This design comes from an exercise in tuning for small area, a short achievable clock period and few clock cycles per item on the open sky130 flow, not from production work.
At most, simulation tests tie the RTL to the original design; equivalence was not proved.
No activity file was given, so power comes from the tool's default toggle rates.

03-03:
Design sorted_leaf_entry_table, start of the top module:
module sorted_leaf_entry_table
#(
  parameter int CAPACITY = 16
) (
  input  logic                      clk,
  input  logic                      rst_n,
  input  logic                      in_valid,
  output logic                      in_ready,
  input  logic [1:0]                in_func,
  input  logic signed [slet_pkg::FIELD_W-1:0] in_key,
  input  logic signed [slet_pkg::FIELD_W-1:0] in_rec_page,
  input  logic signed [slet_pkg::FIELD_W-1:0] in_rec_slot,
  input  logic [slet_pkg::SMALL_W-1:0]        in_position,
  input  logic signed [slet_pkg::FIELD_W-1:0] in_link_in,
  output logic                      out_valid,
  input  logic                      out_ready,
  output logic [2:0]                out_status,
  output logic [slet_pkg::SMALL_W-1:0]        out_found_position,
  output logic signed [slet_pkg::FIELD_W-1:0] out_key_out,
  output logic signed [slet_pkg::FIELD_W-1:0] out_page_out,
  output logic signed [slet_pkg::FIELD_W-1:0] out_slot_out,
  output logic [slet_pkg::SMALL_W-1:0]        out_entry_count,
  output logic signed [slet_pkg::FIELD_W-1:0] out_link_out
);
Size in the first run: ~6000 cells after synthesis, about 1900 flip-flops, about 290 I/O pins, ~87000 um^2 of cells after synthesis.
clock: 6.0 ns
lec_check: 0
cap_margin: 20
core_margin: 2
core_utilization: 45
place_density: 0.55
slew_margin: 20
run.sh (not shown) runs the stock make flow with config.mk's settings and CLKGATE_MAP_FILE= SYNTH_SCRIPT=/design/flow/synth_recipe.tcl, a recipe that flattens the netlist after the stock synthesis.
For 06-13, these inputs were changed with respect to 03-03:
- an added SETUP_SLACK_MARGIN of 3.0
--- outcome ---
- The post-detailed-route count of antenna-violating nets was comparable across 03-03 and 06-13.
- Via count of the routed design: 06-13 > 03-03
- Measured against each other, 03-03 and 06-13 differ in worst setup slack, the higher figure coming from 06-13.
- When 06-13 is set beside 03-03, its sequential share of cell area turns out to be 4.1 points smaller.
- Final cell count ends up lower on 03-03.
- Side by side, share of final layout cell area taken by non-clock buffers turned out higher in 06-13 than in 03-03.
- Clock share of power sits higher in 06-13 than in 03-03.
- 06-13 vs. 03-03: internal power has increased; portion of the post-synthesis area used by sequential elements barely changed; count of buffers not belonging to the clock network in the layout went up; TritonCTS buffer count +about 0.5%.
Function was not checked in any run of this note: the RTL went through the layout flow alone.

---

## v12
Another version of the RTL of sorted_leaf_entry_table (not shown whole).
For scale: ~5700 cells after synthesis.
clock: 6.0 ns
lec_check: 0
cap_margin: 20
core_margin: 2
core_utilization: 45
cts_buf_list: sky130_fd_sc_hd__clkbuf_8 sky130_fd_sc_hd__clkbuf_16
cts_cluster_diameter: 60
cts_cluster_size: 30
place_density: 0.55
setup_slack_margin: 3.0
slew_margin: 20
v12: full flow OK, the timing, DRC and antenna checks passed
[inputs] v26 vs v12
-- flow/config.mk --
<<< v12, line 10
export CORE_UTILIZATION = 45
export CTS_BUF_LIST = sky130_fd_sc_hd__clkbuf_8 sky130_fd_sc_hd__clkbuf_16
export CTS_CLUSTER_DIAMETER = 60
export CTS_CLUSTER_SIZE = 30
export PLACE_DENSITY = 0.55
>>> v26, line 10
export CORE_UTILIZATION = 45
export PLACE_DENSITY = 0.55
### Flow results
- The required time at the worst-slack endpoint of v26 exceeds that of v12 by 0.05 ns.
- Both conditions hold for v12: the flow ran to the end and the final layout passed the timing, DRC and antenna checks.
- Having completed the whole flow, v26 delivered a layout that passed the timing, DRC and antenna checks.
- The run with more routed wire is v26, not v12.
- The higher sequential power share came out of v12.
- Compared with v12, in v26 power of the combinational group did not really move; combinational cell fraction of total power went down; total global routing overflow did not really move; utilization after layout went up; clock-pin slew on the worst setup and hold paths went down.
- Run comparison: v26 capture point of the worst path r2_below[12]; v12 capture point of the worst path r2_below[9]
- v26: number of nets in the finished design 86 above v12
No run of this note included a check of the RTL's function; only the layout flow was run.

---

Another version of the RTL of sorted_leaf_entry_table (not shown whole).
For scale: ~5800 cells after synthesis, roughly 290 I/O pins, roughly 0.082 mm^2 of cells after synthesis.
## sorted_leaf_entry_table
module sorted_leaf_entry_table
#(
  parameter int CAPACITY = 16
) (
  input  logic                      clk,
  input  logic                      rst_n,
  input  logic                      in_valid,
  output logic                      in_ready,
  input  logic [1:0]                in_func,
  input  logic signed [slet_pkg::FIELD_W-1:0] in_key,
  input  logic signed [slet_pkg::FIELD_W-1:0] in_rec_page,
  input  logic signed [slet_pkg::FIELD_W-1:0] in_rec_slot,
  input  logic [slet_pkg::SMALL_W-1:0]        in_position,
  input  logic signed [slet_pkg::FIELD_W-1:0] in_link_in,
  output logic                      out_valid,
  input  logic                      out_ready,
  output logic [2:0]                out_status,
  output logic [slet_pkg::SMALL_W-1:0]        out_found_position,
  output logic signed [slet_pkg::FIELD_W-1:0] out_key_out,
  output logic signed [slet_pkg::FIELD_W-1:0] out_page_out,
  output logic signed [slet_pkg::FIELD_W-1:0] out_slot_out,
  output logic [slet_pkg::SMALL_W-1:0]        out_entry_count,
  output logic signed [slet_pkg::FIELD_W-1:0] out_link_out
);
clock: 6.0 ns
lec_check: 0
cap_margin: 20
core_margin: 2
core_utilization: 55
cts_buf_list: sky130_fd_sc_hd__clkbuf_8 sky130_fd_sc_hd__clkbuf_16
cts_cluster_diameter: 60
cts_cluster_size: 30
place_density: 0.65
setup_slack_margin: 3.0
slew_margin: 20
Testbench counts at the start, summed over its fixed seeds: cycles 5,248, items 5,120.
Change:
- CORE_UTILIZATION: 55 -> 45
- PLACE_DENSITY: 0.65 -> 0.55
Routed wire length increases by 5.6%.
Setup slack is better by 0.020 ns.
Maximum frequency increases by 0.65%.
Die area increases by 22%.
Synthesized cell count stays the same.
Register-to-register slack is better by 0.02 ns.

---

Another version of the RTL of sorted_leaf_entry_table (not shown whole).
For scale: ~5300 cells after synthesis, ~290 I/O pins, ~0.082 sq mm of cells after synthesis.
Settings: LEC_CHECK=0, CAP_MARGIN=20, CORE_MARGIN=2, CORE_UTILIZATION=45, CTS_BUF_LIST=sky130_fd_sc_hd__clkbuf_8 sky130_fd_sc_hd__clkbuf_16, CTS_CLUSTER_DIAMETER=60, CTS_CLUSTER_SIZE=30, PLACE_DENSITY=0.55, SETUP_SLACK_MARGIN=3.0, SLEW_MARGIN=20; clock period 6.0 ns.
Rerun with:
--- a/flow/config.mk
+++ b/flow/config.mk
@@ -9,7 +9,4 @@
 export CORE_MARGIN = 2
 export CORE_UTILIZATION = 45
-export CTS_BUF_LIST = sky130_fd_sc_hd__clkbuf_8 sky130_fd_sc_hd__clkbuf_16
-export CTS_CLUSTER_DIAMETER = 60
-export CTS_CLUSTER_SIZE = 30
 export PLACE_DENSITY = 0.55
 export SETUP_SLACK_MARGIN = 3.0
Outcome:
- clock skew barely changes
- core utilization grows by 0.51 points
- sequential share of layout area came out lower by 0.53 points
- worst setup slack degrades by 0.022 ns
- clock power goes up by about 20%
- wire length drops by 0.98%
- first-iteration DRC count went down by 0.59%
- register-to-register slack gets worse by 0.04 ns
- worst hold slack is about the same
No functional check of the RTL was part of any run of this note.

## what the ideal ports hide
No port has a modelled driver above. Below, the same layouts with a new extraction and two added sets of constraints.
Step 1 sets driving cells, clkbuf_16 on the clock port and buf_2 on the other inputs (assumed; they add their load-dependent delay and slew).
Step 2 also shifts input and output timing later by t, the mid clock arrival at the registers, as if the neighbouring blocks saw the same clock.
Three values: no drivers, after step 1, after step 2; two values: the first two.
run | t (ns) | setup WS [ns] | slew at the worst register clock pin (ns)
03-03 | 0.926 | 0.760 / 0.760 / 0.760 | 0.07 / 0.07
06-13 | 0.931 | 2.267 / 2.267 / 1.805 | 0.07 / 0.07
v12 | 0.937 | 2.690 / 2.690 / 2.194 | 0.11 / 0.11
v26 | 0.970 | 2.621 / 2.621 / 2.138 | 0.07 / 0.07
the first run of note 3 | 0.872 | 2.838 / 2.838 / 2.061 | 0.11 / 0.11
the second run of note 3 | 0.920 | 2.858 / 2.858 / 2.023 | 0.10 / 0.10
the first run of note 4 | 0.922 | 2.792 / 2.783 / 1.860 | 0.10 / 0.10
the second run of note 4 | 0.952 | 2.771 / 2.771 / 1.942 | 0.07 / 0.07
After both steps setup and hold are still met in every run listed. For the first run of note 4, which loses most, drivers alone change the setup slack by -0.009 ns; drivers and shift together by -0.932 ns.
